Background: an optimization exercise with open tools, aiming at small area, a short achievable clock period and few clock cycles. Do not read the settings as production practice. Where RTL was checked, it was by simulation tests only, not by an equivalence proof against the original. Function not checked in run 2: the RTL went through the layout flow alone. Power and IR drop assume default switching activity.

==> flow/design.v <==
package tlv_pkg;
	localparam logic [4:0] ALGO_COUNT   = 5'd20;
	localparam logic [2:0] HDR_BYTES    = 3'd6;
	localparam logic [1:0] OUTER_FIELDS = 2'd3;
	localparam logic [1:0] INNER_FIELDS = 2'd2;
	localparam logic [1:0] KIND_OTHER  = 2'd0;
	localparam logic [1:0] KIND_DIGEST = 2'd1;
	localparam logic [1:0] KIND_PATH   = 2'd2;
	typedef struct packed {
		logic        first;
		logic [31:0] total_length;
		logic [7:0]  data_byte;
	} tlv_in_t;
	typedef struct packed {
		logic [1:0] byte_kind;
		logic [7:0] value_byte;
		logic [4:0] algo_code;
		logic       done_res;
		logic       status;
	} tlv_res_t;
	function automatic logic [6:0] digest_size(input logic [4:0] algo);
		logic [6:0] s;
		begin
			case (algo)
				5'd0, 5'd1, 5'd8, 5'd14:                  s = 7'd16;
				5'd2, 5'd3, 5'd15:                        s = 7'd20;
				5'd16:                                    s = 7'd24;
				5'd7:                                     s = 7'd28;
				5'd4, 5'd9, 5'd11, 5'd17, 5'd18:          s = 7'd32;
				5'd10:                                    s = 7'd40;
				5'd5, 5'd12:                              s = 7'd48;
				5'd6, 5'd13, 5'd19:                       s = 7'd64;
				default:                                  s = 7'd0;
			endcase
			digest_size = s;
		end
	endfunction
endpackage
module tlv_digest_list_validator (
	input  logic        clk,
	input  logic        arst_n,
	input  logic        s_axis_tvalid,
	output logic        s_axis_tready,
	input  logic [39:0] s_axis_tdata,   
	input  logic        s_axis_tuser,   
	output logic        m_axis_tvalid,
	input  logic        m_axis_tready,
	output logic [15:0] m_axis_tdata,   
	output logic [2:0]  m_axis_tuser,   
	output logic        m_axis_tlast    
);
	logic        first;
	logic [31:0] tl;
	logic [7:0]  b;
	assign first = s_axis_tuser;
	assign tl    = s_axis_tdata[31:0];
	assign b     = s_axis_tdata[39:32];
	logic        open_q, failed_q, vld_q;
	logic [4:0]  algo_q;
	logic [31:0] ot_q, il_q, vl_q;
	logic [2:0]  hc_q;
	logic [1:0]  field_q;
	logic        fb_q, nest_q, val_q, pf_q;
	logic [1:0]  kind_q;
	logic [7:0]  byte_q;
	logic        done_q;
	logic take;
	assign s_axis_tready = !vld_q || m_axis_tready;
	assign take          = s_axis_tvalid && s_axis_tready;
	logic [31:0] avail, len;
	logic [23:0] len_hi;
	logic        hi_gt, hi_eq, lo_ge;
	logic        hdr_end_out, hc0, hc1, hc5, len0, len_ge, dig_bad, fail_end, fail_c, enter_nest;
	logic        ol_one, il_one, vl_one, vl_two;
	assign avail  = nest_q ? il_q : ot_q;           
	assign len    = {vl_q[23:0], b};                
	assign hc0    = (hc_q == 3'd0);
	assign hc1    = (hc_q == 3'd1);
	assign hc5    = (hc_q == 3'd5);
	assign len0   = (len == 32'd0);
	assign len_hi = vl_q[23:0];
	assign hi_gt  = (len_hi > avail[31:8]);
	assign hi_eq  = (len_hi == avail[31:8]);
	assign lo_ge  = (b >= avail[7:0]);
	assign len_ge = hi_gt || (hi_eq && lo_ge);
	assign ol_one = pf_q ? (ot_q == 32'd2) : (ot_q == 32'd1);    
	assign il_one = (il_q == 32'd1);
	assign vl_one = (vl_q == 32'd1);
	assign vl_two = (vl_q == 32'd2);
	assign dig_bad = (algo_q >= tlv_pkg::ALGO_COUNT)
		|| (len != {25'd0, tlv_pkg::digest_size(algo_q)});
	assign fail_end = fb_q || len_ge || (!len0 && (nest_q
		? (field_q == 2'd0 && dig_bad)
		: ((field_q == 2'd0 && len != 32'd2) || (field_q == 2'd1 && len != 32'd4))));
	assign fail_c = val_q
		? (!nest_q && field_q == 2'd0 && vl_one && (fb_q || b >= 8'd20))
		: (hc0 ? (avail < 32'd6) : (hc5 && fail_end));
	assign enter_nest = !val_q && hc5 && !nest_q && field_q == 2'd2 && !len0;
	assign hdr_end_out = !val_q && hc5 && !nest_q;
	function automatic logic [31:0] dec(input logic [31:0] x, input logic t);
		logic z;
		z = 1'b1;
		for (int i = 0; i < 32; i++) begin
			dec[i] = x[i] ^ (t && z);
			z = z && !x[i];
		end
	endfunction
	logic [31:0] ot_d, il_d, vl_d, ot_hi;
	logic [2:0]  hc_d;
	logic [1:0]  field_d, kind_d;
	logic [4:0]  algo_d;
	logic        fb_d, nest_d, val_d, open_d, failed_d, done_d, algo_ok;
	assign algo_ok = open_q && !failed_q && val_q && !nest_q && field_q == 2'd0 && vl_one
		&& !fb_q && b < 8'd20;
	always_comb begin
		ot_hi   = dec({1'b0, ot_q[31:1]}, take && (pf_q || !ot_q[0]));
		ot_d    = (take && first) ? tl : {ot_hi[30:0], ot_q[0] ^ (take && !pf_q)};
		il_d    = (take && hdr_end_out) ? len : dec(il_q, take);   
		vl_d    = (take && !(val_q && !first)) ? len : dec(vl_q, take);
		field_d = (!val_q && hc1) ? b[1:0] : field_q;
		if (first) begin
			open_d   = (tl[31:1] != 31'd0);
			done_d   = (tl[31:1] == 31'd0);
			failed_d = (tl[31:3] == 29'd0) && (tl[2:0] != 3'd0) && (tl[2:0] < 3'd6);
			algo_d   = tlv_pkg::ALGO_COUNT;
			nest_d   = 1'b0;
			val_d    = 1'b0;
			hc_d     = 3'd1;
			fb_d     = (b != 8'd0);
			kind_d   = tlv_pkg::KIND_OTHER;
		end else begin
			open_d   = open_q && !ol_one;
			done_d   = open_q && ol_one;
			failed_d = failed_q || (open_q && fail_c);
			algo_d   = algo_ok ? b[4:0] : algo_q;
			nest_d   = enter_nest || (nest_q && !il_one);
			if (val_q) begin
				val_d = !vl_one;
				hc_d  = 3'd0;
				fb_d  = (b != 8'd0);
			end else begin
				val_d = hc5 && !len0 && !enter_nest;
				hc_d  = hc5 ? 3'd0 : hc_q + 3'd1;
				fb_d  = hc0 ? (b != 8'd0)
					: hc1 ? (fb_q || b >= (nest_q ? {6'd0, tlv_pkg::INNER_FIELDS}
					                               : {6'd0, tlv_pkg::OUTER_FIELDS}))
					: fb_q;
			end
			if (open_q && !failed_q && val_q && nest_q)
				kind_d = (field_q == 2'd0) ? tlv_pkg::KIND_DIGEST : tlv_pkg::KIND_PATH;
			else
				kind_d = tlv_pkg::KIND_OTHER;
		end
	end
	always_ff @(posedge clk or negedge arst_n) begin
		if (!arst_n) begin
			open_q   <= 1'b0;
			failed_q <= 1'b0;
			algo_q   <= tlv_pkg::ALGO_COUNT;
			vld_q    <= 1'b0;
		end else begin
			if (take) begin
				open_q   <= open_d;
				failed_q <= failed_d;
				algo_q   <= algo_d;
			end
			vld_q <= take || (vld_q && !m_axis_tready);
		end
	end
	always_ff @(posedge clk) begin
		ot_q <= ot_d;
		il_q <= il_d;
		vl_q <= vl_d;
		if (take) begin
			pf_q    <= first;
			hc_q    <= hc_d;
			field_q <= field_d;
			fb_q    <= fb_d;
			nest_q  <= nest_d;
			val_q   <= val_d;
			kind_q  <= kind_d;
			byte_q  <= (kind_d != tlv_pkg::KIND_OTHER) ? b : 8'd0;
			done_q  <= done_d;
		end
	end
	assign m_axis_tvalid = vld_q;
	assign m_axis_tdata  = {3'd0, algo_q, byte_q};
	assign m_axis_tuser  = {failed_q, kind_q};
	assign m_axis_tlast  = done_q;
endmodule
==> flow/flow/run.sh <==
#!/bin/bash
# Standard layout with three changes:
#  - synthesis maps the logic with ABC's area-oriented mapper (flow/abc.script in place of
#    ORFS's abc_speed.script) and leaves adders to ABC too (no ADDER_MAP_FILE);
#    everything else in synthesis, registers included, is ORFS's;
#  - the port buffers are the smallest plain buffer instead of the delay buffer buffer_ports
#    picks by default (repair may still upsize them);
#  - the clock tree is built from smaller buffers, without dummy loads.
set -eo pipefail
here=$(pwd)
rm -rf scripts_mod
cp -r "$FLOW_HOME/scripts" scripts_mod
cp flow/abc.script scripts_mod/abc_speed.script
export BUFFER_PORTS_ARGS="-buffer_cell sky130_fd_sc_hd__buf_1"
export CTS_ARGS="-sink_clustering_enable -repair_clock_nets -buf_list sky130_fd_sc_hd__clkbuf_8 -dont_use_dummy_load"
ADDER_MAP_FILE= SCRIPTS_DIR=$here/scripts_mod bash standard.sh synth > synth.log 2>&1
bash standard.sh > standard.log 2>&1
==> flow/flow/abc.script <==
strash
&get -n
&st
&dch -f
&nf -a -R 1000
&put
==> flow/standard.sh <==
#!/bin/bash
# synth_recipe.tcl (not shown) runs the flow's synth.tcl, then flattens the netlist and writes it again
# the make line also repeats each setting of config.mk as NAME=value (left out here)
make -C /OpenROAD-flow-scripts/flow DESIGN_CONFIG=/design/flow/config.mk WORK_HOME=/design/flow/orfs CLKGATE_MAP_FILE= SYNTH_SCRIPT=/design/flow/synth_recipe.tcl "${@:-finish}"
==> flow/config.mk <==
export PLATFORM = sky130hd
export DESIGN_NAME = tlv_digest_list_validator
export DESIGN_NICKNAME = tlv_digest_list_validator
export VERILOG_FILES = /design/flow/design.v
export SDC_FILE = /design/flow/constraint.sdc
export NUM_CORES = 4
export LEC_CHECK = 0
export CAP_MARGIN = 20
export CORE_MARGIN = 2
export CORE_UTILIZATION = 40
export SETUP_SLACK_MARGIN = 3.3
export SLEW_MARGIN = 20
==> flow/constraint.sdc <==
create_clock -name core_clock -period 6.0 [get_ports {clk}]
set_input_delay 1.2000 -clock core_clock [delete_from_list [all_inputs] [get_ports {clk}]]
set_output_delay 1.2000 -clock core_clock [all_outputs]
set_load 0.01 [all_outputs]
==> flow_summary.json, run 1 <==
{
  "worst_r2r_path_depth": 10,
  "outcome": "finished clean",
  "ys_async_sr_fraction": 0.0645,
  "setup_total_negative_slack_ns": 0,
  "clock_skew_ns": 0.0220,
  "place.detailed.hpwl_um": 13500,
  "numCtsBuffers": 17,
  "antennaDiodeCount": 0,
  "route.detailed.wl_per_inst_um": 17.1,
  "num_vias": 6776,
  "timing_max_transition_violations_final": 0,
  "global_route.overflow_total": 0,
  "cts-htree-levels": 4,
  "slew_headroom": 0.388,
  "die_x_um": 134,
  "worst_skew_pair.late_latency_ns": 0.45,
  "area_overhead_vs_synth_pct": 27.3,
  "yosysUniqueCellTypes": 53,
  "timing.critical_path.fanout_max": 3,
  "endpoint": "ot_q[27]",
  "achievable-frequency_ghz": 0.270,
  "worstSetupStartpoint": "m_axis_tready",
  "synthesis.instances": 827,
  "grt_setup_unrepaired": "true",
  "worst-slew-pin-transition_ns": 0.909,
  "worst-r2r-setup-slack_ns": 2.52,
  "clock_tree_from_tritoncts": "done",
  "hold_ws_ns": 0.476,
  "drv.max_cap_violation_count": 0,
  "initial_utilization": 0.408,
  "worst-endpoint-required_ns": 6.33,
  "max-clock-path-buffers": 2,
  "first_pass_iters": 5,
  "cp-end-kind": "flip-flop",
  "total_of_flip_flops_plus_latches_after_synthesis": 124,
  "path_class": "primary input to flip-flop",
  "clk_pin_slew_ns": 0.07,
  "ioPinCount": 67,
  "ir_worst_vdd_v": 0.000165,
  "post-route-drc-count": 0,
  "synth_edf_count": 20,
  "grt_antenna_before_repair": 0,
  "portBuffers": 63,
  "die_h_um": 134,
  "maximum_number_of_pins_on_one_net_before_global_route_repair": 44,
  "worst_ep_arrival_time_ns": 4.04,
  "rows": 47,
  "first_global_vias": 6166,
  "setup_viol": 0,
  "cts-root-buf": "sky130_fd_sc_hd__clkbuf_8",
  "power_per_cell_area_nw_per_um2": 315,
  "core_um2": 16500,
  "crit-reg2reg-launch": "ot_q[5]",
  "totalWireLength_um": 20300,
  "syn-cell-area_um2": 6740,
  "fp.dieArea_um2": 17900,
  "gr-usage-all-layers": 0.229,
  "cts.sinks": 124,
  "crit-reg2reg-capture": "ot_q[27]",
  "routabilityCongestion": 0.828,
  "number_of_routed_nets_with_antenna_violations": 0,
  "grt_pass1_wl_um": 32600,
  "hold_path_class": "flip-flop to flip-flop",
  "initialDrtViolationCount": 721,
  "share_of_cells_above_drive_strength_1": 0.170,
  "synthesis.yosys.warnings": 1,
  "share_of_the_clock_period_used_by_the_worst_path_after_layout": 0.618,
  "nets": 1016,
  "routed_via_density": 5.70,
  "p_leak_nw": 3.06,
  "seq_area_frac_synth": 0.404,
  "timing.final.crit_period_ns": 3.71,
  "avgSynthCellArea_um2": 8.15,
  "final_count_of_hold_timing_violations": 0,
  "num-fill-cells": 1568,
  "worst_setup_path_start_kind": "primary input",
  "synth_flop_cell": "sky130_fd_sc_hd__dfxtp_1"
}
==> power breakdown <==
group | switching [W] | internal (W)
sequential | 0.000349 | 0.00106
combinational | 0.000409 | 0.000346
clock | 0.000291 | 0.000249
==> cell families (layout without fill, tap and decap cells) <==
logic type,Yosys count,in the layout,synth area share
AOI/OAI and AO/OA,214,214,0.184
xor gates and xnor gates,61,61,0.0792
adders and majority gates,1,1,0.00148
buffers and inverters,11,149,0.00835
DFF,124,124,0.404
muxes,36,36,0.0540
other,1,3,0.000556
and+or+nand+nor,379,381,0.269
==> repair_timing <==
action | in CTS | in global routing
pin swaps | 33 | 23
resized for setup | 63 | 40
cloned | 2 | 1
endpoints found under the setup margin | 65 | 77
buffers inserted | 45 | 11
hold buffers | 0 | 0
==> stage by stage <==
stage	worst slack, ns	cells	cell area [um2]	total power [W]	util
after detailed placement	1.28	1113	7540	0.00207	0.457
after global placement	1.32	1113	7540	0.00206	0.457
final	2.29	1189	8580	0.00270	0.519
after global routing	2.19	1189	8580	0.00289	0.519
after floorplan	1.65	829	7020	0.00185	-
after CTS	2.30	1177	8340	0.00266	0.505
==> cell usage after synthesis (3+ instances only) <==
master / n / share of area
sky130_fd_sc_hd__a211oi_1: 6 / 0.0067
sky130_fd_sc_hd__a21oi_1: 35 / 0.026
sky130_fd_sc_hd__a31oi_1: 45 / 0.042
sky130_fd_sc_hd__and2_0: 9 / 0.0083
sky130_fd_sc_hd__and3_1: 5 / 0.0046
sky130_fd_sc_hd__buf_4: 4 / 0.0045
sky130_fd_sc_hd__clkinv_1: 7 / 0.0039
sky130_fd_sc_hd__dfrtp_1: 6 / 0.022
sky130_fd_sc_hd__dfxtp_1: 96 / 0.29
sky130_fd_sc_hd__edfxtp_1: 20 / 0.089
sky130_fd_sc_hd__mux2_1: 3 / 0.0050
sky130_fd_sc_hd__mux2i_1: 33 / 0.049
sky130_fd_sc_hd__nand2_1: 101 / 0.056
sky130_fd_sc_hd__nand2b_1: 10 / 0.0093
sky130_fd_sc_hd__nand3_1: 12 / 0.0089
sky130_fd_sc_hd__nand3b_1: 4 / 0.0045
sky130_fd_sc_hd__nand4_1: 16 / 0.015
sky130_fd_sc_hd__nor2_1: 115 / 0.064
sky130_fd_sc_hd__nor2b_1: 6 / 0.0056
sky130_fd_sc_hd__nor3_1: 33 / 0.024
sky130_fd_sc_hd__nor3b_1: 4 / 0.0045
sky130_fd_sc_hd__nor4_1: 32 / 0.030
sky130_fd_sc_hd__o21ai_0: 97 / 0.072
sky130_fd_sc_hd__o22ai_1: 3 / 0.0028
sky130_fd_sc_hd__o31ai_1: 4 / 0.0045
sky130_fd_sc_hd__o41ai_1: 5 / 0.0065
sky130_fd_sc_hd__or3_1: 20 / 0.019
sky130_fd_sc_hd__or4_1: 4 / 0.0045
sky130_fd_sc_hd__or4b_1: 3 / 0.0045
sky130_fd_sc_hd__xnor2_1: 20 / 0.026
sky130_fd_sc_hd__xor2_1: 41 / 0.053
==> registers in the layout (all words and copies together) (netlist names) <==
register	count
hc_q	3
field_q	2
open_q	1
algo_q	5
done_q	1
vld_q	1
il_q	32
fb_q	1
vl_q	32
val_q	1
ot_q	32
nest_q	1
failed_q	1
byte_q	8
pf_q	1
kind_q	2
==> final cells by class <==
| class | count | area (um2) | area share |
|---|---|---|---|
| sequential | 124 | 2730 | 0.317 |
| inverter | 7 | 55.1 | 0.00641 |
| multi-input combinational | 696 | 4480 | 0.522 |
| tap | 220 | 275 | 0.0321 |
| clock buffer | 17 | 234 | 0.0273 |
| timing repair buffer | 124 | 793 | 0.0924 |
| timing repair inverter | 1 | 16.3 | 0.00190 |
==> metal layers <==
metal,part of all wire,global-route usage
met1,0.48,0.329
met5,0,0
met2,0.45,0.353
met4,0.017,0.0597
met3,0.054,0.0465
==> worst max-delay path: stages <==
cell and delay [ns]:
sky130_fd_sc_hd__buf_1 0.06, sky130_fd_sc_hd__nand2b_4 0.15, sky130_fd_sc_hd__nand2_8 0.08, sky130_fd_sc_hd__clkinv_16 0.07, sky130_fd_sc_hd__nand2_8 0.04, sky130_fd_sc_hd__nor4_4 0.17
sky130_fd_sc_hd__and4_1 0.24, sky130_fd_sc_hd__nand2_2 0.06, sky130_fd_sc_hd__or3_4 0.34, sky130_fd_sc_hd__or3_4 0.34, sky130_fd_sc_hd__or3_4 0.34, sky130_fd_sc_hd__or3_4 0.34
sky130_fd_sc_hd__or3_4 0.35, sky130_fd_sc_hd__o21ai_1 0.15, sky130_fd_sc_hd__a31oi_1 0.09
==> worst min-delay path by stage <==
| stage | depth (start not counted) | startpoint | slack, ns | endpoint |
|---|---|---|---|---|
| final | 2 | vl_q[30] | 0.48 | vl_q[30] |
| after global routing | 2 | vl_q[30] | 0.50 | vl_q[30] |
| after floorplan | 2 | vl_q[30] | 0.44 | vl_q[30] |
| after global placement | 2 | vl_q[30] | 0.46 | vl_q[30] |
| after CTS | 2 | vl_q[30] | 0.48 | vl_q[30] |
| after detailed placement | 2 | vl_q[30] | 0.47 | vl_q[30] |
==> cell usage in the layout, fill, tap and decap left out, types with 19 or more instances in the layout <==
cell type	Yosys	layout
sky130_fd_sc_hd__nor4_1	32	22
sky130_fd_sc_hd__xor2_1	41	39
sky130_fd_sc_hd__edfxtp_1	20	20
sky130_fd_sc_hd__nor3_1	33	27
sky130_fd_sc_hd__nand2_1	101	90
sky130_fd_sc_hd__o21ai_1	0	25
sky130_fd_sc_hd__a21oi_1	35	35
sky130_fd_sc_hd__buf_1	0	57
sky130_fd_sc_hd__buf_4	4	40
sky130_fd_sc_hd__nor2_1	115	112
sky130_fd_sc_hd__a31oi_1	45	43
sky130_fd_sc_hd__buf_6	0	19
sky130_fd_sc_hd__mux2i_1	33	32
sky130_fd_sc_hd__o21ai_0	97	64
sky130_fd_sc_hd__dfxtp_1	96	96
Testbench counts, summed over its fixed seeds: cycles 61,216.
==> inputs of run 2 (changes only) <==
--- a/flow/design.v
+++ b/flow/design.v
@@ -60,10 +60,10 @@
 	logic [31:0] ot_q, il_q, vl_q;
 	logic [2:0]  hc_q;
 	logic [1:0]  field_q;
-	logic        fb_q, nest_q, val_q, pf_q;
-	logic [1:0]  kind_q;
+	logic        fb_q, nest_q, val_q, pf_q, ah_q;
+	logic        kv_q;      
 	logic [7:0]  byte_q;
-	logic        done_q;
+	logic        had_q;     
 	logic take;
 	assign s_axis_tready = !vld_q || m_axis_tready;
 	assign take          = s_axis_tvalid && s_axis_tready;
@@ -93,7 +93,7 @@
 		? (field_q == 2'd0 && dig_bad)
 		: ((field_q == 2'd0 && len != 32'd2) || (field_q == 2'd1 && len != 32'd4))));
 	assign fail_c = val_q
-		? (!nest_q && field_q == 2'd0 && vl_one && (fb_q || b >= 8'd20))
+		? (ah_q && (fb_q || b >= 8'd20))
 		: (hc0 ? (avail < 32'd6) : (hc5 && fail_end));
 	assign enter_nest = !val_q && hc5 && !nest_q && field_q == 2'd2 && !len0;
 	assign hdr_end_out = !val_q && hc5 && !nest_q;
@@ -107,11 +107,10 @@
 	endfunction
 	logic [31:0] ot_d, il_d, vl_d, ot_hi;
 	logic [2:0]  hc_d;
-	logic [1:0]  field_d, kind_d;
+	logic [1:0]  field_d;
 	logic [4:0]  algo_d;
-	logic        fb_d, nest_d, val_d, open_d, failed_d, done_d, algo_ok;
-	assign algo_ok = open_q && !failed_q && val_q && !nest_q && field_q == 2'd0 && vl_one
-		&& !fb_q && b < 8'd20;
+	logic        fb_d, nest_d, val_d, open_d, failed_d, algo_ok, ah_d, kv_d;
+	assign algo_ok = open_q && ah_q && !fb_q && b < 8'd20;    
 	always_comb begin
 		ot_hi   = dec({1'b0, ot_q[31:1]}, take && (pf_q || !ot_q[0]));
 		ot_d    = (take && first) ? tl : {ot_hi[30:0], ot_q[0] ^ (take && !pf_q)};
@@ -120,17 +119,17 @@
 		field_d = (!val_q && hc1) ? b[1:0] : field_q;
 		if (first) begin
 			open_d   = (tl[31:1] != 31'd0);
-			done_d   = (tl[31:1] == 31'd0);
 			failed_d = (tl[31:3] == 29'd0) && (tl[2:0] != 3'd0) && (tl[2:0] < 3'd6);
 			algo_d   = tlv_pkg::ALGO_COUNT;
 			nest_d   = 1'b0;
 			val_d    = 1'b0;
 			hc_d     = 3'd1;
 			fb_d     = (b != 8'd0);
-			kind_d   = tlv_pkg::KIND_OTHER;
+			kv_d     = 1'b0;
+			ah_d     = 1'b0;
 		end else begin
+			ah_d     = open_q && !failed_q && val_q && !nest_q && field_q == 2'd0 && vl_two;
 			open_d   = open_q && !ol_one;
-			done_d   = open_q && ol_one;
 			failed_d = failed_q || (open_q && fail_c);
 			algo_d   = algo_ok ? b[4:0] : algo_q;
 			nest_d   = enter_nest || (nest_q && !il_one);
@@ -146,10 +145,7 @@
 					                               : {6'd0, tlv_pkg::OUTER_FIELDS}))
 					: fb_q;
 			end
-			if (open_q && !failed_q && val_q && nest_q)
-				kind_d = (field_q == 2'd0) ? tlv_pkg::KIND_DIGEST : tlv_pkg::KIND_PATH;
-			else
-				kind_d = tlv_pkg::KIND_OTHER;
+			kv_d     = open_q && !failed_q && val_q && nest_q;
 		end
 	end
 	always_ff @(posedge clk or negedge arst_n) begin
@@ -173,18 +169,21 @@
 		vl_q <= vl_d;
 		if (take) begin
 			pf_q    <= first;
+			ah_q    <= ah_d;
 			hc_q    <= hc_d;
 			field_q <= field_d;
 			fb_q    <= fb_d;
 			nest_q  <= nest_d;
 			val_q   <= val_d;
-			kind_q  <= kind_d;
-			byte_q  <= (kind_d != tlv_pkg::KIND_OTHER) ? b : 8'd0;
-			done_q  <= done_d;
+			kv_q    <= kv_d;
+			byte_q  <= b;
+			had_q   <= first || open_q;
 		end
 	end
 	assign m_axis_tvalid = vld_q;
-	assign m_axis_tdata  = {3'd0, algo_q, byte_q};
-	assign m_axis_tuser  = {failed_q, kind_q};
-	assign m_axis_tlast  = done_q;
+	assign m_axis_tdata  = {3'd0, algo_q, kv_q ? byte_q : 8'd0};
+	assign m_axis_tuser  = {failed_q, kv_q ? ((field_q == 2'd0) ? tlv_pkg::KIND_DIGEST
+	                                                         : tlv_pkg::KIND_PATH)
+	                                     : tlv_pkg::KIND_OTHER};
+	assign m_axis_tlast  = had_q && !open_q;
 endmodule
==> flow/flow/run.sh (replaced) <==
#!/bin/bash
# Standard layout with two changes: the port buffers are the smallest plain buffer instead
# of the delay buffer buffer_ports picks by default (repair may still upsize them), and the
# clock tree is built from smaller buffers without dummy loads.
set -o pipefail
export BUFFER_PORTS_ARGS="-buffer_cell sky130_fd_sc_hd__buf_1"
export CTS_ARGS="-sink_clustering_enable -repair_clock_nets -buf_list sky130_fd_sc_hd__clkbuf_4 -dont_use_dummy_load"
bash standard.sh > standard.log 2>&1
removed: flow/flow/abc.script
==> flow_summary.json, run 2 <==
{
  "ir_worst_vdd_v": 0.000138,
  "power_per_cell_area_nw_per_um2": 304,
  "worst-r2r-setup-slack_ns": 3.20,
  "worst-slew-pin-transition_ns": 0.655,
  "max-clock-path-buffers": 2,
  "biggestRegsByFlops": "il_q: 32 flops, ot_q: 32 flops, vl_q: 32 flops",
  "nets": 1039,
  "setup_viol": 0,
  "grt_antenna_before_repair": 1,
  "outcome": "finished clean",
  "dp_worst_setup_slack_ns": 2.40,
  "fp.dieArea_um2": 19700,
  "drv.max_cap_violation_count": 0,
  "path_class": "flip-flop to flip-flop",
  "worst-endpoint-required_ns": 6.45,
  "layout_commonest_cell": "sky130_fd_sc_hd__nor2_1",
  "rows": 49,
  "num_vias": 6554,
  "worst_ep_arrival_time_ns": 3.25,
  "slew_headroom": 0.559,
  "num-fill-cells": 1817,
  "synth.top_cells.by_area": "sky130_fd_sc_hd__dfxtp_1 (26%), sky130_fd_sc_hd__edfxtp_1 (8.1%), sky130_fd_sc_hd__ha_1 (7.6%), sky130_fd_sc_hd__nor2_1 (7.5%), sky130_fd_sc_hd__a21oi_1 (6.7%)",
  "clock_tree_from_tritoncts": "done",
  "syn-cell-area_um2": 7440,
  "synth_flop_cell": "sky130_fd_sc_hd__dfxtp_1",
  "crit-reg2reg-capture": "failed_q",
  "routabilityCongestion": 0.886,
  "gr-usage-all-layers": 0.204,
  "maximum_number_of_pins_on_one_net_before_global_route_repair": 61,
  "timing_max_transition_violations_final": 0,
  "place.detailed.hpwl_um": 14800,
  "post-route-worst-setup-slack_ns": 3.20,
  "synth.largest_area_cell": "sky130_fd_sc_hd__dfxtp_1",
  "clock_skew_ns": 0.0317,
  "synthesis.yosys.warnings": 1,
  "detailed_place.area_um2": 7920,
  "total_of_flip_flops_plus_latches_after_synthesis": 124,
  "post-route-drc-count": 0,
  "share_of_the_clock_period_used_by_the_worst_path_after_layout": 0.467,
  "cts-htree-levels": 4,
  "setup_total_negative_slack_ns": 0,
  "totalWireLength_um": 20000,
  "achievable-frequency_ghz": 0.357,
  "synth.cells.most_frequent": "sky130_fd_sc_hd__nor2_1 (148), sky130_fd_sc_hd__a21oi_1 (100), sky130_fd_sc_hd__dfxtp_1 (96)",
  "first_pass_iters": 4,
  "ioPinCount": 67,
  "global_route.overflow_total": 0,
  "first_global_vias": 5928,
  "hold_path_class": "flip-flop to flip-flop",
  "synth_edf_count": 20,
  "routed_via_density": 5.57,
  "portBuffers": 63,
  "route.detailed.wl_per_inst_um": 17.0,
  "crit-reg2reg-launch": "nest_q",
  "area_overhead_vs_synth_pct": 10.9,
  "yosysUniqueCellTypes": 64,
  "numCtsBuffers": 17,
  "share_of_cells_above_drive_strength_1": 0.0739,
  "final_count_of_hold_timing_violations": 0,
  "final_cell_mix": "sky130_fd_sc_hd__nor2_1 (147), sky130_fd_sc_hd__a21oi_1 (100), sky130_fd_sc_hd__dfxtp_1 (96), sky130_fd_sc_hd__buf_1 (61), sky130_fd_sc_hd__xnor2_1 (52)",
  "cts-root-buf": "sky130_fd_sc_hd__clkbuf_4",
  "worstHoldPathCells": 2,
  "avgSynthCellArea_um2": 8.36,
  "seq_area_frac_synth": 0.366,
  "min_delay_worst_endpoint": "vl_q[25]",
  "final_cell_area_um2": 8260,
  "worst_skew_pair.late_latency_ns": 0.55,
  "ys_async_sr_fraction": 0.0645,
  "min_from": "vl_q[25]",
  "grt_pass1_wl_um": 31700,
  "initial_utilization": 0.411,
  "timing.critical_path.fanout_max": 17,
  "grt_setup_unrepaired": "true",
  "number_of_routed_nets_with_antenna_violations": 0,
  "die_x_um": 140,
  "die_h_um": 140,
  "cp-end-kind": "flip-flop",
  "yosysTopAreaCellShare": 0.258,
  "worstSetupStartpoint": "nest_q",
  "p_leak_nw": 2.96,
  "synthesis.instances": 890,
  "core_um2": 18100,
  "cts.sinks": 124,
  "initialDrtViolationCount": 441,
  "worst_r2r_path_depth": 10,
  "worst_setup_path_start_kind": "flip-flop",
  "synth_most_common_cell": "sky130_fd_sc_hd__nor2_1",
  "timing.final.crit_period_ns": 2.80,
  "clk_pin_slew_ns": 0.11
}
-- run 2: power breakdown --
part           switching, W  internal (W)
sequential         0.000328       0.00105
combinational      0.000367      0.000365
clock              0.000268      0.000129
total              0.000964       0.00155
-- run 2: cells by family (layout without fill, tap and decap cells) --
group / Yosys count / count (layout) / share of synthesized area
adders and majority gates: 45 / 45 / 0.0757
DFF: 124 / 124 / 0.366
xor gates and xnor gates: 77 / 77 / 0.0906
AOI/OAI and AO/OA: 186 / 186 / 0.145
muxes: 33 / 33 / 0.0449
and+or+nand+nor: 364 / 364 / 0.245
buffers and inverters: 60 / 115 / 0.0323
other: 1 / 4 / 0.000504
-- run 2: through the flow --
stage | hold WS, ns | cells | total power (W) | utilization
global route | 0.553 | 1177 | 0.00270 | 0.457
detailed placement | 0.515 | 1147 | 0.00209 | 0.438
finish | 0.531 | 1177 | 0.00251 | 0.457
global placement | 0.505 | 1147 | 0.00209 | 0.438
CTS | 0.532 | 1170 | 0.00250 | 0.449
floorplan | 0.472 | 892 | 0.00185 | -
-- run 2: final cells by class --
| cell class | count | area, um2 | area share |
|---|---|---|---|
| timing repair buffer | 81 | 414 | 0.0502 |
| antenna | 1 | 2.50 | 0.000303 |
| inverter | 17 | 63.8 | 0.00773 |
| sequential | 124 | 2730 | 0.330 |
| multi-input combinational | 708 | 4640 | 0.562 |
| clock buffer | 17 | 128 | 0.0155 |
| tap | 229 | 287 | 0.0347 |
-- run 2: worst max-delay path: stages, from the launching register on --
cell and delay (ns):
sky130_fd_sc_hd__edfxtp_1 0.49, sky130_fd_sc_hd__buf_4 0.20, sky130_fd_sc_hd__clkbuf_16 0.19, sky130_fd_sc_hd__mux2i_1 0.14
sky130_fd_sc_hd__ha_1 0.32, sky130_fd_sc_hd__nand4_1 0.15, sky130_fd_sc_hd__nor4_1 0.48, sky130_fd_sc_hd__o21ai_0 0.17
sky130_fd_sc_hd__o2111ai_1 0.25, sky130_fd_sc_hd__a21oi_1 0.13, sky130_fd_sc_hd__o21ai_0 0.18
-- run 2: worst max-delay path by stage --
stage | depth (start not counted) | to | slack [ns]
2_1_floorplan | 9 | vl_q[20] | 3.19
3_3_place_gp | 7 | il_q[12] | 2.50
3_5_place_dp | 7 | il_q[12] | 2.40
4_1_cts | 9 | failed_q | 3.07
5_1_grt | 10 | failed_q | 3.17
6_report | 10 | failed_q | 3.20
-- run 2: what timing repair did --
action | 4_1_cts | 5_1_grt
setup endpoints to repair | 58 | 46
hold endpoints to repair | 0 | 0
buffers inserted | 6 | 5
hold buffers | 0 | 0
resized for setup | 7 | 18
pin swaps | 2 | 2
cloned | 0 | 1
-- run 2: routing by layer --
metal  vias up  track usage  part of all wire
met1      3045        0.292              0.48
met2       173        0.313              0.44
met4         0       0.0643             0.019
met3        26       0.0369             0.052
met5         -            0                 0
li1       3310            -                 -
==> inputs of run 3 (changes only) <==
--- a/flow/design.v
+++ b/flow/design.v
@@ -63,7 +63,7 @@
 	logic        fb_q, nest_q, val_q, pf_q, ah_q;
 	logic        kv_q;      
 	logic [7:0]  byte_q;
-	logic        had_q;     
+	logic        done_q;
 	logic take;
 	assign s_axis_tready = !vld_q || m_axis_tready;
 	assign take          = s_axis_tvalid && s_axis_tready;
@@ -109,7 +109,7 @@
 	logic [2:0]  hc_d;
 	logic [1:0]  field_d;
 	logic [4:0]  algo_d;
-	logic        fb_d, nest_d, val_d, open_d, failed_d, algo_ok, ah_d, kv_d;
+	logic        fb_d, nest_d, val_d, open_d, failed_d, done_d, algo_ok, ah_d, kv_d;
 	assign algo_ok = open_q && ah_q && !fb_q && b < 8'd20;    
 	always_comb begin
 		ot_hi   = dec({1'b0, ot_q[31:1]}, take && (pf_q || !ot_q[0]));
@@ -119,6 +119,7 @@
 		field_d = (!val_q && hc1) ? b[1:0] : field_q;
 		if (first) begin
 			open_d   = (tl[31:1] != 31'd0);
+			done_d   = (tl[31:1] == 31'd0);
 			failed_d = (tl[31:3] == 29'd0) && (tl[2:0] != 3'd0) && (tl[2:0] < 3'd6);
 			algo_d   = tlv_pkg::ALGO_COUNT;
 			nest_d   = 1'b0;
@@ -130,6 +131,7 @@
 		end else begin
 			ah_d     = open_q && !failed_q && val_q && !nest_q && field_q == 2'd0 && vl_two;
 			open_d   = open_q && !ol_one;
+			done_d   = open_q && ol_one;
 			failed_d = failed_q || (open_q && fail_c);
 			algo_d   = algo_ok ? b[4:0] : algo_q;
 			nest_d   = enter_nest || (nest_q && !il_one);
@@ -177,7 +179,7 @@
 			val_q   <= val_d;
 			kv_q    <= kv_d;
 			byte_q  <= b;
-			had_q   <= first || open_q;
+			done_q  <= done_d;
 		end
 	end
 	assign m_axis_tvalid = vld_q;
@@ -185,5 +187,5 @@
 	assign m_axis_tuser  = {failed_q, kv_q ? ((field_q == 2'd0) ? tlv_pkg::KIND_DIGEST
 	                                                         : tlv_pkg::KIND_PATH)
 	                                     : tlv_pkg::KIND_OTHER};
-	assign m_axis_tlast  = had_q && !open_q;
+	assign m_axis_tlast  = done_q;
 endmodule
--- a/flow/config.mk
+++ b/flow/config.mk
@@ -8,5 +8,5 @@
 export CAP_MARGIN = 20
 export CORE_MARGIN = 2
 export CORE_UTILIZATION = 40
-export SETUP_SLACK_MARGIN = 3.3
+export SETUP_SLACK_MARGIN = 3.25
 export SLEW_MARGIN = 20
==> flow_summary.json, run 3 <==
{
  "seq_area_frac_synth": 0.366,
  "total_of_flip_flops_plus_latches_after_synthesis": 124,
  "detailed_place.area_um2": 7850,
  "totalWireLength_um": 19500,
  "ir_worst_vdd_v": 0.000188,
  "biggestRegsByFlops": "il_q: 32 flops, ot_q: 32 flops, vl_q: 32 flops",
  "cts-root-buf": "sky130_fd_sc_hd__clkbuf_4",
  "layout_commonest_cell": "sky130_fd_sc_hd__nor2_1",
  "nets": 1022,
  "synthesis.instances": 885,
  "clk_pin_slew_ns": 0.06,
  "core_um2": 18100,
  "first_pass_iters": 5,
  "ioPinCount": 67,
  "synth_most_common_cell": "sky130_fd_sc_hd__nor2_1",
  "timing_max_transition_violations_final": 0,
  "final_non_filler_cell_total": 1160,
  "synth.top_cells.by_area": "sky130_fd_sc_hd__dfxtp_1 (26%), sky130_fd_sc_hd__edfxtp_1 (8.1%), sky130_fd_sc_hd__ha_1 (7.6%), sky130_fd_sc_hd__nor2_1 (7.5%), sky130_fd_sc_hd__a21oi_1 (7.0%)",
  "area_overhead_vs_synth_pct": 8.51,
  "drv.max_cap_violation_count": 0,
  "cp_slowest_stage_delay_ns": 0.14,
  "avgSynthCellArea_um2": 8.41,
  "yosysUniqueCellTypes": 67,
  "initial_utilization": 0.412,
  "routabilityCongestion": 0.858,
  "path_class": "primary input to output pin",
  "grt_pass1_wl_um": 31300,
  "first_global_vias": 5858,
  "worst_r2r_path_depth": 5,
  "gr-usage-all-layers": 0.200,
  "global_route.overflow_total": 0,
  "final_cell_area_um2": 8080,
  "final_count_of_hold_timing_violations": 0,
  "dr_wl_met3_um": 849,
  "setup_viol": 0,
  "ys_async_sr_fraction": 0.0645,
  "dp_worst_setup_slack_ns": 2.45,
  "hold_path_class": "flip-flop to flip-flop",
  "placedCellCount": 1138,
  "worst-slew-pin-transition_ns": 0.612,
  "maximum_number_of_pins_on_one_net_before_global_route_repair": 65,
  "achievable-frequency_ghz": 0.366,
  "slew_headroom": 0.592,
  "yosysTopAreaCellShare": 0.258,
  "worst_ep_arrival_time_ns": 1.53,
  "holdBufCountCts": 0,
  "p_leak_nw": 2.95,
  "synthesis.yosys.warnings": 1,
  "routed_via_density": 5.58,
  "rows": 49,
  "synth_edf_count": 20,
  "syn-cell-area_um2": 7440,
  "met1_length_um": 10000,
  "numCtsBuffers": 17,
  "cts.sinks": 124,
  "synth_flop_cell": "sky130_fd_sc_hd__dfxtp_1",
  "die_x_um": 140,
  "worst_setup_path_start_kind": "primary input",
  "die_h_um": 140,
  "outcome": "finished clean",
  "worst_skew_pair.late_latency_ns": 0.55,
  "synth.largest_area_cell": "sky130_fd_sc_hd__dfxtp_1",
  "clock_tree_from_tritoncts": "done",
  "power_per_cell_area_nw_per_um2": 307,
  "grt_antenna_before_repair": 1,
  "timing.final.crit_period_ns": 2.73,
  "max-clock-path-buffers": 2,
  "grt_setup_unrepaired": "false",
  "wl_met2_um": 8350,
  "finalCoreUtilization": 0.447,
  "topRoutingLayerUsed": "met4",
  "portBuffers": 63,
  "route.detailed.wl_per_inst_um": 16.8,
  "fp.dieArea_um2": 19700,
  "worst-endpoint-required_ns": 4.80,
  "cts-htree-levels": 4,
  "final_cell_mix": "sky130_fd_sc_hd__nor2_1 (149), sky130_fd_sc_hd__a21oi_1 (104), sky130_fd_sc_hd__dfxtp_1 (96), sky130_fd_sc_hd__buf_1 (60), sky130_fd_sc_hd__xnor2_1 (47)",
  "synth.cells.most_frequent": "sky130_fd_sc_hd__nor2_1 (149), sky130_fd_sc_hd__a21oi_1 (104), sky130_fd_sc_hd__dfxtp_1 (96)",
  "cp-end-kind": "output pin",
  "num_vias": 6478,
  "place.detailed.hpwl_um": 14400,
  "share_of_the_clock_period_used_by_the_worst_path_after_layout": 0.455,
  "cp_cell_sequence": "buf_1 > nand2b_4 > buf_6",
  "timing.critical_path.fanout_max": 2,
  "post-route-drc-count": 0,
  "cp_slowest_cell": "sky130_fd_sc_hd__nand2b_4",
  "worstHoldPathCells": 2,
  "share_of_cells_above_drive_strength_1": 0.0591,
  "number_of_routed_nets_with_antenna_violations": 0,
  "setup_total_negative_slack_ns": 0,
  "post-route-worst-setup-slack_ns": 3.27,
  "initialDrtViolationCount": 540,
  "clock_skew_ns": 0.0419
}
run 3: changes by cell type after synthesis, moves of 4 or more:
cell and change:
sky130_fd_sc_hd__or3_1 -6, sky130_fd_sc_hd__a21oi_1 +4, sky130_fd_sc_hd__xnor2_1 -5, sky130_fd_sc_hd__o41ai_1 +4, sky130_fd_sc_hd__o21ai_0 -14, sky130_fd_sc_hd__nand2_1 -12, sky130_fd_sc_hd__or4_1 +6, sky130_fd_sc_hd__nand3_1 +5
sky130_fd_sc_hd__o21a_1 +8, sky130_fd_sc_hd__nor4_1 -9, sky130_fd_sc_hd__a2111oi_0 -5
run 3: final cells by class:
| cell class | instances | area (um2) |
|---|---|---|
| Clock buffer | 17 | 128 |
| Inverter | 20 | 75.1 |
| Tap cell | 229 | 287 |
| Antenna cell | 1 | 2.50 |
| Multi-Input combinational cell | 696 | 4520 |
| Fill cell | 1803 | 10000 |
| Timing Repair Buffer | 73 | 338 |
| Sequential cell | 124 | 2730 |
run 3: what timing repair did:
action                                  in CTS  in global routing
pin swaps                                    0                  1
endpoints found under the setup margin       6                 26
endpoints found under the hold margin        0                  0
setup buffers                                2                  2
resized for setup                            8                 10
run 3: where the power goes:
part | leakage (nW) | total (W) | switching, W | internal [W]
combinational | 1.78 | 0.000736 | 0.000376 | 0.000359
sequential | 1.10 | 0.00135 | 0.000297 | 0.00105
clock | 0.0782 | 0.000394 | 0.000265 | 0.000129
run 3: path summary, 6_finish.rpt:
check	startpoint	to	slack (ns)
worst max-delay path	m_axis_tready	s_axis_tready	3.27
worst min-delay path	il_q[3]	il_q[3]	0.50
worst max register to register	vl_q[17]	failed_q	3.37
worst min register to register	il_q[3]	il_q[3]	0.50
max in group asynchronous	arst_n	failed_q	5.01
min in group asynchronous	arst_n	algo_q[0]	0.61
run 3: metal layers:
metal  vias up  global-route usage
met2       149               0.298
met1      3033               0.299
met4         0              0.0585
li1       3280                   -
met3        16              0.0311
met5         -                   0
run 3: metrics by stage:
step | power [W] | hold WS, ns
after CTS | 0.00248 | 0.498
after global routing | 0.00266 | 0.531
after detailed placement | 0.00208 | 0.490
after global placement | 0.00207 | 0.498
after floorplan | 0.00184 | 0.463
final | 0.00248 | 0.500
run 3: kinds of logic after synthesis:
kind of cell,share of synthesized area
flip-flops,0.366
AO/OA/AOI/OAI,0.150
buffers and inverters,0.0361
AND/OR/NAND/NOR,0.242
XOR/XNOR,0.0847
adder cells (fa/ha/maj),0.0756
other,0.000504
multiplexers,0.0447
run 3: critical path: cells and delay by family:
family        cells  cell delay, ns
simple gates      1            0.14
buf+inv           2            0.19
Testbench counts of run 3, summed over its fixed seeds: cycles 61,216.
==> inputs of run 4 (changes only) <==
--- a/flow/config.mk
+++ b/flow/config.mk
@@ -8,5 +8,5 @@
 export CAP_MARGIN = 20
 export CORE_MARGIN = 2
 export CORE_UTILIZATION = 40
-export SETUP_SLACK_MARGIN = 3.25
+export SETUP_SLACK_MARGIN = 3.4
 export SLEW_MARGIN = 20
==> flow_summary.json, run 4 <==
{
  "outcome": "finished clean",
  "total_of_flip_flops_plus_latches_after_synthesis": 124,
  "gr-usage-all-layers": 0.206,
  "synthesis.instances": 885,
  "biggestRegsByFlops": "il_q: 32 flops, ot_q: 32 flops, vl_q: 32 flops",
  "holdBufCountCts": 0,
  "die_x_um": 140,
  "cp-end-kind": "output pin",
  "fp.dieArea_um2": 19700,
  "clock_tree_from_tritoncts": "done",
  "setup_viol": 0,
  "synth.top_cells.by_area": "sky130_fd_sc_hd__dfxtp_1 (26%), sky130_fd_sc_hd__edfxtp_1 (8.1%), sky130_fd_sc_hd__ha_1 (7.6%), sky130_fd_sc_hd__nor2_1 (7.5%), sky130_fd_sc_hd__a21oi_1 (7.0%)",
  "layout_commonest_cell": "sky130_fd_sc_hd__nor2_1",
  "maximum_number_of_pins_on_one_net_before_global_route_repair": 65,
  "hold_path_class": "flip-flop to flip-flop",
  "routed_via_density": 5.69,
  "numCtsBuffers": 17,
  "synthesis.yosys.warnings": 1,
  "final_count_of_hold_timing_violations": 0,
  "nets": 1030,
  "synth_edf_count": 20,
  "finalCoreUtilization": 0.456,
  "routabilityCongestion": 0.851,
  "worst_r2r_path_depth": 5,
  "final_cell_mix": "sky130_fd_sc_hd__nor2_1 (149), sky130_fd_sc_hd__a21oi_1 (104), sky130_fd_sc_hd__dfxtp_1 (96), sky130_fd_sc_hd__buf_1 (50), sky130_fd_sc_hd__xnor2_1 (47)",
  "number_of_routed_nets_with_antenna_violations": 0,
  "seq_area_frac_synth": 0.366,
  "share_of_the_clock_period_used_by_the_worst_path_after_layout": 0.453,
  "place.detailed.hpwl_um": 14600,
  "initialDrtViolationCount": 501,
  "post-route-drc-count": 0,
  "clock_skew_ns": 0.0321,
  "grt_pass1_wl_um": 32400,
  "yosysUniqueCellTypes": 67,
  "core_um2": 18100,
  "ir_worst_vdd_v": 0.000154,
  "slew_headroom": 0.591,
  "setup_total_negative_slack_ns": 0,
  "portBuffers": 63,
  "achievable-frequency_ghz": 0.368,
  "route.detailed.wl_per_inst_um": 17.0,
  "global_route.overflow_total": 0,
  "ys_async_sr_fraction": 0.0645,
  "synth_flop_cell": "sky130_fd_sc_hd__dfxtp_1",
  "path_class": "primary input to output pin",
  "share_of_cells_above_drive_strength_1": 0.0938,
  "num_vias": 6650,
  "first_pass_iters": 5,
  "timing.critical_path.fanout_max": 2,
  "first_global_vias": 6103,
  "grt_antenna_before_repair": 1,
  "yosysTopAreaCellShare": 0.258,
  "synth.cells.most_frequent": "sky130_fd_sc_hd__nor2_1 (149), sky130_fd_sc_hd__a21oi_1 (104), sky130_fd_sc_hd__dfxtp_1 (96)",
  "power_per_cell_area_nw_per_um2": 303,
  "synth.largest_area_cell": "sky130_fd_sc_hd__dfxtp_1",
  "rows": 49,
  "initial_utilization": 0.412,
  "area_overhead_vs_synth_pct": 10.9,
  "clk_pin_slew_ns": 0.08,
  "timing_max_transition_violations_final": 0,
  "avgSynthCellArea_um2": 8.41,
  "cts.sinks": 124,
  "synth_most_common_cell": "sky130_fd_sc_hd__nor2_1",
  "syn-cell-area_um2": 7440,
  "ioPinCount": 67,
  "grt_setup_unrepaired": "true",
  "cts-htree-levels": 4,
  "p_leak_nw": 3.05,
  "drv.max_cap_violation_count": 0,
  "max-clock-path-buffers": 2,
  "final_non_filler_cell_total": 1169,
  "worst_ep_arrival_time_ns": 1.52,
  "cts-root-buf": "sky130_fd_sc_hd__clkbuf_4",
  "worst_setup_path_start_kind": "primary input",
  "worst_skew_pair.late_latency_ns": 0.55,
  "worstHoldPathCells": 2,
  "placedCellCount": 1138,
  "timing.final.crit_period_ns": 2.72,
  "totalWireLength_um": 19900,
  "worst-endpoint-required_ns": 4.80,
  "worst-slew-pin-transition_ns": 0.608,
  "die_h_um": 140
}
## run 4: cell count changes in the layout (fill, tap and decap cells not counted), sizes merged
| cell | before | now |
|---|---|---|
| buf | 72 | 80 |
| clkinvlp | 0 | 1 |
| diode | 1 | 2 |
| inv | 20 | 19 |
## run 4: cells by family after synthesis
family                     after synthesis  share of synthesized area
adders and majority gates               45                     0.0756
buffers and inverters                   67                     0.0361
muxes                                   33                     0.0447
other                                    1                   0.000504
DFF                                    124                      0.366
AOI/OAI and AO/OA                      188                      0.150
xor gates and xnor gates                72                     0.0847
and+or+nand+nor                        355                      0.242
## run 4: layout make-up
type	count	area [um2]
fill	1803	9830
multi-input combinational	696	4570
sequential	124	2730
timing repair buffer	81	463
tap	229	287
clock buffer	17	128
inverter	20	78.8
antenna	2	5.00
## run 4: worst max-delay path, cell delays in order
cell and delay [ns]:
sky130_fd_sc_hd__buf_1 0.07, sky130_fd_sc_hd__nand2b_4 0.13, sky130_fd_sc_hd__buf_6 0.11
## run 4: metrics by stage
step	setup WS, ns	hold WS (ns)	instance area [um2]	power, W
floorplan	3.27	0.463	7530	0.00185
global placement	2.48	0.487	7880	0.00208
detailed placement	2.45	0.501	7880	0.00209
CTS	3.28	0.516	8120	0.00249
global route	3.25	0.539	8250	0.00270
finish	3.28	0.519	8250	0.00250
## run 4: final timing paths
path                                from       endpoint  slack (ns)
max                        m_axis_tready  s_axis_tready        3.28
min                              il_q[3]        il_q[3]        0.52
max reg2reg                      vl_q[9]       failed_q        3.35
min reg2reg                      il_q[3]        il_q[3]        0.52
max in group asynchronous         arst_n       failed_q        5.01
min in group asynchronous         arst_n          vld_q        0.61
## run 4: layer usage
layer  track usage  vias up  routed length (um)
met5             0        -                   0
met4        0.0510        0                 206
met3        0.0369       17                1050
met2         0.320      198                8770
met1         0.298     3138                9860
li1              -     3297                   -
## run 4: where the power goes
group | internal, W | leakage [nW] | total [W] | switching [W]
Combinational | 0.000367 | 1.88 | 0.000740 | 0.000373
Clock | 0.000129 | 0.0782 | 0.000395 | 0.000266
Sequential | 0.00105 | 1.10 | 0.00136 | 0.000312
Total | 0.00155 | 3.05 | 0.00250 | 0.000951
## run 4: repair_timing
| item | CTS | global route |
|---|---|---|
| buffers inserted | 11 | 0 |
| pin swaps | 1 | 0 |
| cloned | 0 | 1 |
| resized for setup | 9 | 43 |
| endpoints found under the setup margin | 70 | 57 |
==> inputs of run 5 (changes only) <==
--- a/flow/config.mk
+++ b/flow/config.mk
@@ -7,6 +7,6 @@
 export LEC_CHECK = 0
 export CAP_MARGIN = 20
 export CORE_MARGIN = 2
-export CORE_UTILIZATION = 40
-export SETUP_SLACK_MARGIN = 3.4
+export CORE_UTILIZATION = 30
+export SETUP_SLACK_MARGIN = 3.3
 export SLEW_MARGIN = 20
==> flow_summary.json, run 5 <==
{
  "outcome": "finished clean",
  "power_per_cell_area_nw_per_um2": 304,
  "route.detailed.wl_per_inst_um": 15.9,
  "worst-endpoint-required_ns": 4.80,
  "p_leak_nw": 2.96,
  "yosysUniqueCellTypes": 67,
  "synth.largest_area_cell": "sky130_fd_sc_hd__dfxtp_1",
  "cp_slowest_stage_delay_ns": 0.13,
  "synthesis.yosys.warnings": 1,
  "timing_max_transition_violations_final": 0,
  "first_pass_iters": 5,
  "cp_cell_sequence": "buf_1 > nand2b_4 > buf_6",
  "hold_path_class": "flip-flop to flip-flop",
  "synth_most_common_cell": "sky130_fd_sc_hd__nor2_1",
  "layout_commonest_cell": "sky130_fd_sc_hd__nor2_1",
  "synthesis.instances": 885,
  "synth_flop_cell": "sky130_fd_sc_hd__dfxtp_1",
  "num_vias": 6543,
  "drv.max_cap_violation_count": 0,
  "maximum_number_of_pins_on_one_net_before_global_route_repair": 65,
  "cp_slowest_cell": "sky130_fd_sc_hd__nand2b_4",
  "clock_skew_ns": 0.0258,
  "clock_tree_from_tritoncts": "done",
  "post-route-drc-count": 0,
  "total_of_flip_flops_plus_latches_after_synthesis": 124,
  "wl_met2_um": 8840,
  "setup_total_negative_slack_ns": 0,
  "achievable-frequency_ghz": 0.368,
  "clk_pin_slew_ns": 0.08,
  "initialDrtViolationCount": 484,
  "nets": 1025,
  "initial_utilization": 0.306,
  "worstHoldPathCells": 2,
  "worst_setup_path_start_kind": "primary input",
  "setup_viol": 0,
  "grt_antenna_before_repair": 1,
  "biggestRegsByFlops": "il_q: 32 flops, ot_q: 32 flops, vl_q: 32 flops",
  "place.detailed.hpwl_um": 15100,
  "timing.final.crit_period_ns": 2.72,
  "share_of_cells_above_drive_strength_1": 0.0600,
  "holdBufCountCts": 0,
  "totalWireLength_um": 20100,
  "routed_via_density": 5.20,
  "worst_skew_pair.late_latency_ns": 0.53,
  "grt_setup_unrepaired": "true",
  "final_cell_area_um2": 8200,
  "ys_async_sr_fraction": 0.0645,
  "core_um2": 24300,
  "met1_length_um": 9960,
  "seq_area_frac_synth": 0.366,
  "grt_pass1_wl_um": 32500,
  "max-clock-path-buffers": 2,
  "slew_headroom": 0.585,
  "cts-htree-levels": 4,
  "min_delay_worst_endpoint": "vl_q[28]",
  "gr-usage-all-layers": 0.158,
  "fp.dieArea_um2": 26100,
  "crit-reg2reg-capture": "failed_q",
  "min_from": "vl_q[28]",
  "worst-r2r-setup-slack_ns": 3.32,
  "final_count_of_hold_timing_violations": 0,
  "rows": 57,
  "first_global_vias": 6183,
  "crit-reg2reg-launch": "nest_q",
  "ir_worst_vdd_v": 0.000115,
  "die_h_um": 162,
  "cts-root-buf": "sky130_fd_sc_hd__clkbuf_4",
  "dr_wl_met3_um": 986,
  "share_of_the_clock_period_used_by_the_worst_path_after_layout": 0.453,
  "syn-cell-area_um2": 7440,
  "cts.sinks": 124,
  "path_class": "primary input to output pin",
  "area_overhead_vs_synth_pct": 10.1,
  "global_route.overflow_total": 0,
  "number_of_routed_nets_with_antenna_violations": 0,
  "num-fill-cells": 2552,
  "topRoutingLayerUsed": "met4",
  "routabilityCongestion": 0.841,
  "synth.cells.most_frequent": "sky130_fd_sc_hd__nor2_1 (149), sky130_fd_sc_hd__a21oi_1 (104), sky130_fd_sc_hd__dfxtp_1 (96)",
  "ioPinCount": 67,
  "synth_edf_count": 20,
  "yosysTopAreaCellShare": 0.258,
  "worst_ep_arrival_time_ns": 1.52,
  "worst_r2r_path_depth": 9,
  "numCtsBuffers": 17,
  "avgSynthCellArea_um2": 8.41,
  "die_x_um": 162,
  "final_cell_mix": "sky130_fd_sc_hd__nor2_1 (149), sky130_fd_sc_hd__a21oi_1 (104), sky130_fd_sc_hd__dfxtp_1 (96), sky130_fd_sc_hd__buf_1 (60), sky130_fd_sc_hd__xnor2_1 (47)",
  "detailed_place.area_um2": 7980,
  "worst-slew-pin-transition_ns": 0.623,
  "synth.top_cells.by_area": "sky130_fd_sc_hd__dfxtp_1 (26%), sky130_fd_sc_hd__edfxtp_1 (8.1%), sky130_fd_sc_hd__ha_1 (7.6%), sky130_fd_sc_hd__nor2_1 (7.5%), sky130_fd_sc_hd__a21oi_1 (7.0%)",
  "cp-end-kind": "output pin",
  "portBuffers": 63,
  "timing.critical_path.fanout_max": 2
}
-- run 5: worst max path at each step --
stage | startpoint | to | slack [ns] | cells after the start
3_3_place_gp | s_axis_tuser | failed_q | 2.67 | 7
5_1_grt | nest_q | failed_q | 3.21 | 9
3_5_place_dp | s_axis_tuser | failed_q | 2.65 | 7
4_1_cts | s_axis_tuser | failed_q | 3.23 | 7
2_1_floorplan | m_axis_tready | il_q[30] | 3.27 | 8
6_report | m_axis_tready | s_axis_tready | 3.28 | 3
-- run 5: layout make-up --
type | count | area [um2] | area share
multi-input cells | 696 | 4500 | 0.549
flip-flops and latches | 124 | 2730 | 0.332
well taps | 324 | 405 | 0.0495
repair buffers | 76 | 355 | 0.0433
clock buffers | 17 | 128 | 0.0156
inverters | 20 | 75.1 | 0.00916
diodes | 2 | 5.00 | 0.000611
-- run 5: power by group --
| part | switching, W | internal [W] |
|---|---|---|
| clock | 0.000275 | 0.000129 |
| sequential | 0.000301 | 0.00105 |
| combinational | 0.000375 | 0.000357 |
| total | 0.000951 | 0.00154 |
-- run 5: worst max-delay path: cells and delay by family --
kind	cells	cell delay [ns]
buffers and inverters	2	0.19
AND/OR/NAND/NOR	1	0.13
-- run 5: what timing repair did --
action,4_1_cts,5_1_grt
pin swaps,0,2
setup buffers,3,4
endpoints found under the setup margin,4,42
gates resized for setup,4,6
-- run 5: kinds of logic after synthesis --
group                      after synthesis  synth area share
muxes                                   33            0.0447
DFF                                    124             0.366
xor gates and xnor gates                72            0.0847
adders and majority gates               45            0.0756
AOI/OAI and AO/OA                      188             0.150
buffers and inverters                   67            0.0361
and+or+nand+nor                        355             0.242
other                                    1          0.000504
-- run 5: layer usage --
| metal | GRT usage | up-vias |
|---|---|---|
| met5 | 0 | - |
| met4 | 0.0487 | 0 |
| met3 | 0.0300 | 14 |
| met2 | 0.243 | 155 |
| met1 | 0.223 | 3070 |
| li1 | - | 3304 |
-- run 5: per-stage QoR --
stage	power [W]	hold WS, ns	setup WS [ns]	util	std cells
after floorplan	0.00185	0.463	3.27	-	887
after global placement	0.00207	0.495	2.67	0.328	1233
after detailed placement	0.00209	0.505	2.65	0.328	1233
after CTS	0.00251	0.523	3.23	0.335	1253
after global routing	0.00268	0.546	3.21	0.337	1259
final	0.00249	0.528	3.28	0.337	1259
==> inputs of run 6 (changes only) <==
--- a/flow/config.mk
+++ b/flow/config.mk
@@ -7,6 +7,6 @@
 export LEC_CHECK = 0
 export CAP_MARGIN = 20
 export CORE_MARGIN = 2
-export CORE_UTILIZATION = 30
+export CORE_UTILIZATION = 50
 export SETUP_SLACK_MARGIN = 3.3
 export SLEW_MARGIN = 20
==> flow_summary.json, run 6 <==
{
  "outcome": "finished clean",
  "routabilityCongestion": 0.947,
  "layout_commonest_cell": "sky130_fd_sc_hd__nor2_1",
  "yosysTopAreaCellShare": 0.258,
  "number_of_routed_nets_with_antenna_violations": 0,
  "clock_tree_from_tritoncts": "done",
  "route.detailed.wl_per_inst_um": 17.9,
  "num_vias": 6707,
  "setup_viol": 0,
  "clk_pin_slew_ns": 0.09,
  "synthesis.instances": 885,
  "synth_flop_cell": "sky130_fd_sc_hd__dfxtp_1",
  "drv.max_cap_violation_count": 0,
  "holdBufCountCts": 0,
  "synth-compound-area-share": 0.150,
  "nets": 1035,
  "grt_pass1_wl_um": 32300,
  "portBuffers": 63,
  "maximum_number_of_pins_on_one_net_before_global_route_repair": 65,
  "biggestRegsByFlops": "il_q: 32 flops, ot_q: 32 flops, vl_q: 32 flops",
  "regArea_um2": 2730,
  "timing.critical_path.fanout_max": 4,
  "grt_setup_unrepaired": "true",
  "multi_input_comb_area_um2": 4540,
  "cts.sinks": 124,
  "largest_family_of_logic_cells_by_synthesized_area": "simple AND/OR/NAND/NOR gates",
  "die_h_um": 126,
  "antennaDiodeCount": 0,
  "slew_headroom": 0.575,
  "place.detailed.hpwl_um": 15000,
  "initial_utilization": 0.512,
  "ioPinCount": 67,
  "fp.dieArea_um2": 15900,
  "clock_skew_ns": 0.0382,
  "synthesis.yosys.warnings": 1,
  "synth_xor_xnor_area_share": 0.0847,
  "core_um2": 14500,
  "post-route-drc-count": 0,
  "setup_total_negative_slack_ns": 0,
  "worst_skew_pair.late_latency_ns": 0.53,
  "grt_antenna_before_repair": 0,
  "syn-cell-area_um2": 7440,
  "rows": 44,
  "ir_worst_vdd_v": 0.000141,
  "final_cell_area_um2": 8150,
  "first_pass_iters": 7,
  "avgSynthCellArea_um2": 8.41,
  "first_global_vias": 6269,
  "synth.cells.most_frequent": "sky130_fd_sc_hd__nor2_1 (149), sky130_fd_sc_hd__a21oi_1 (104), sky130_fd_sc_hd__dfxtp_1 (96)",
  "worst_setup_path_start_kind": "primary input",
  "achievable-frequency_ghz": 0.365,
  "routed_via_density": 5.95,
  "area_overhead_vs_synth_pct": 9.53,
  "post_synth_mux_area_share": 0.0447,
  "cp-end-kind": "output pin",
  "synth.top_cells.by_area": "sky130_fd_sc_hd__dfxtp_1 (26%), sky130_fd_sc_hd__edfxtp_1 (8.1%), sky130_fd_sc_hd__ha_1 (7.6%), sky130_fd_sc_hd__nor2_1 (7.5%), sky130_fd_sc_hd__a21oi_1 (7.0%)",
  "path_class": "primary input to output pin",
  "adder_cell_fraction_of_synth_area": 0.0756,
  "yosysUniqueCellTypes": 67,
  "worst-r2r-setup-slack_ns": 3.39,
  "synth-simple-area-share": 0.242,
  "global_route.overflow_total": 0,
  "share_of_the_clock_period_used_by_the_worst_path_after_layout": 0.456,
  "worst-slew-pin-transition_ns": 0.638,
  "synth_edf_count": 20,
  "worst-endpoint-required_ns": 4.80,
  "final_cell_mix": "sky130_fd_sc_hd__nor2_1 (149), sky130_fd_sc_hd__a21oi_1 (104), sky130_fd_sc_hd__dfxtp_1 (96), sky130_fd_sc_hd__buf_1 (61), sky130_fd_sc_hd__xnor2_1 (47)",
  "synth_most_common_cell": "sky130_fd_sc_hd__nor2_1",
  "timing_max_transition_violations_final": 0,
  "ys_async_sr_fraction": 0.0645,
  "power_per_cell_area_nw_per_um2": 308,
  "share_of_cells_above_drive_strength_1": 0.0753,
  "max-clock-path-buffers": 2,
  "seq_area_frac_synth": 0.366,
  "detailed_place.area_um2": 7800,
  "hold_path_class": "flip-flop to flip-flop",
  "cts-htree-levels": 4,
  "synth.largest_area_cell": "sky130_fd_sc_hd__dfxtp_1",
  "totalWireLength_um": 20100,
  "initialDrtViolationCount": 602,
  "numCtsBuffers": 17,
  "total_of_flip_flops_plus_latches_after_synthesis": 124,
  "cts-root-buf": "sky130_fd_sc_hd__clkbuf_4",
  "die_x_um": 126,
  "timing.final.crit_period_ns": 2.74,
  "gr-usage-all-layers": 0.255,
  "worst_ep_arrival_time_ns": 1.54,
  "final_count_of_hold_timing_violations": 0,
  "p_leak_nw": 3.03,
  "num-fill-cells": 1429
}
## run 6: layer usage
metal | wire length, um | GRT usage | up-vias
met5 | 0 | 0 | -
met4 | 472 | 0.0860 | 0
met3 | 1200 | 0.0429 | 37
met2 | 9080 | 0.400 | 211
met1 | 9390 | 0.357 | 3155
li1 | - | - | 3304
## run 6: path summary, 6_finish.rpt
check                                    from       endpoint  cells past startpoint
worst min-delay path                 vl_q[28]       vl_q[28]                      2
min in group asynchronous              arst_n          vld_q                      1
max in group asynchronous              arst_n      algo_q[4]                      1
worst min register to register       vl_q[28]       vl_q[28]                      2
worst max-delay path            m_axis_tready  s_axis_tready                      3
worst max register to register         nest_q       failed_q                      9
## run 6: cell type report
| cell class | instances | area share |
|---|---|---|
| clock buffers | 17 | 0.0157 |
| inverters | 20 | 0.00967 |
| multi-input cells | 696 | 0.557 |
| well taps | 184 | 0.0282 |
| flip-flops and latches | 124 | 0.334 |
| repair buffers | 86 | 0.0554 |
## run 6: critical path, stage by stage
cell and delay, ns:
sky130_fd_sc_hd__buf_1 0.07, sky130_fd_sc_hd__nand2b_4 0.15, sky130_fd_sc_hd__buf_6 0.12
## run 6: through the flow
stage               worst slack (ns)  utilization  power [W]  std cells  hold WS [ns]
finish                          3.26        0.561    0.00251       1127         0.511
global placement                2.58        0.537    0.00205       1093         0.493
floorplan                       3.27            -    0.00185        887         0.463
detailed placement              2.48        0.537    0.00210       1093         0.498
CTS                             3.21        0.550    0.00250       1114         0.512
global route                    3.24        0.561    0.00269       1127         0.538
## run 6: power by group
part           internal, W  switching, W
clock network     0.000129      0.000262
logic             0.000370      0.000394
registers          0.00105      0.000306
total              0.00155      0.000961
## run 6: what timing repair did
item                                   4_1_cts  5_1_grt
setup endpoints to repair                   40        9
buffers inserted                             4       12
endpoints found under the hold margin        0        0
pin swaps                                    0        2
cloned                                       0        1
gates resized for setup                      9        8
## run 6: logic make-up after synthesis
kind of cell,after synthesis
AND/OR/NAND/NOR,355
AO/OA/AOI/OAI,188
flip-flops,124
XOR/XNOR,72
buffers and inverters,67
adder cells (fa/ha/maj),45
multiplexers,33
other,1

[static timing again, ports no longer ideal]
In the flow no input, the clock included, has a driving cell. The finished layouts below were timed again as built, in two steps. Step 1 (the two cells are an assumption about what drives the block):
set clk [get_ports {clk}]
set_driving_cell -lib_cell sky130_fd_sc_hd__clkbuf_16 $clk
set_driving_cell -lib_cell sky130_fd_sc_hd__buf_2 [delete_from_list [all_inputs] $clk]
Step 2, shift: input delay + t, output delay - t, t = (earliest + latest rising clock arrival at the registers) / 2. This alone moves slack from input paths to output paths. Three values: no drivers, after step 1, after step 2; two values: the first two.
run	t, ns	slack for setup (ns)	worst setup path at the end	latest minus earliest clock arrival (ns)	pins driven straight from the clock port
run 1	0.481	2.291 / 2.306 / 1.825	input to register	0.022 / 0.022	1
run 2	0.574	3.198 / 3.198 / 2.821	input to register	0.032 / 0.031	1
run 3	0.562	3.271 / 3.252 / 2.812	input to register	0.042 / 0.042	1
run 4	0.571	3.283 / 3.262 / 2.820	input to register	0.032 / 0.033	1
run 5	0.561	3.283 / 3.261 / 2.860	input to register	0.030 / 0.030	1
run 6	0.555	3.261 / 3.240 / 2.862	input to register	0.041 / 0.041	1
After both steps setup and hold are still met in every run listed. The setup slack of run 1, which loses most, moves by +0.015 ns with the drivers and by -0.466 ns with both steps.
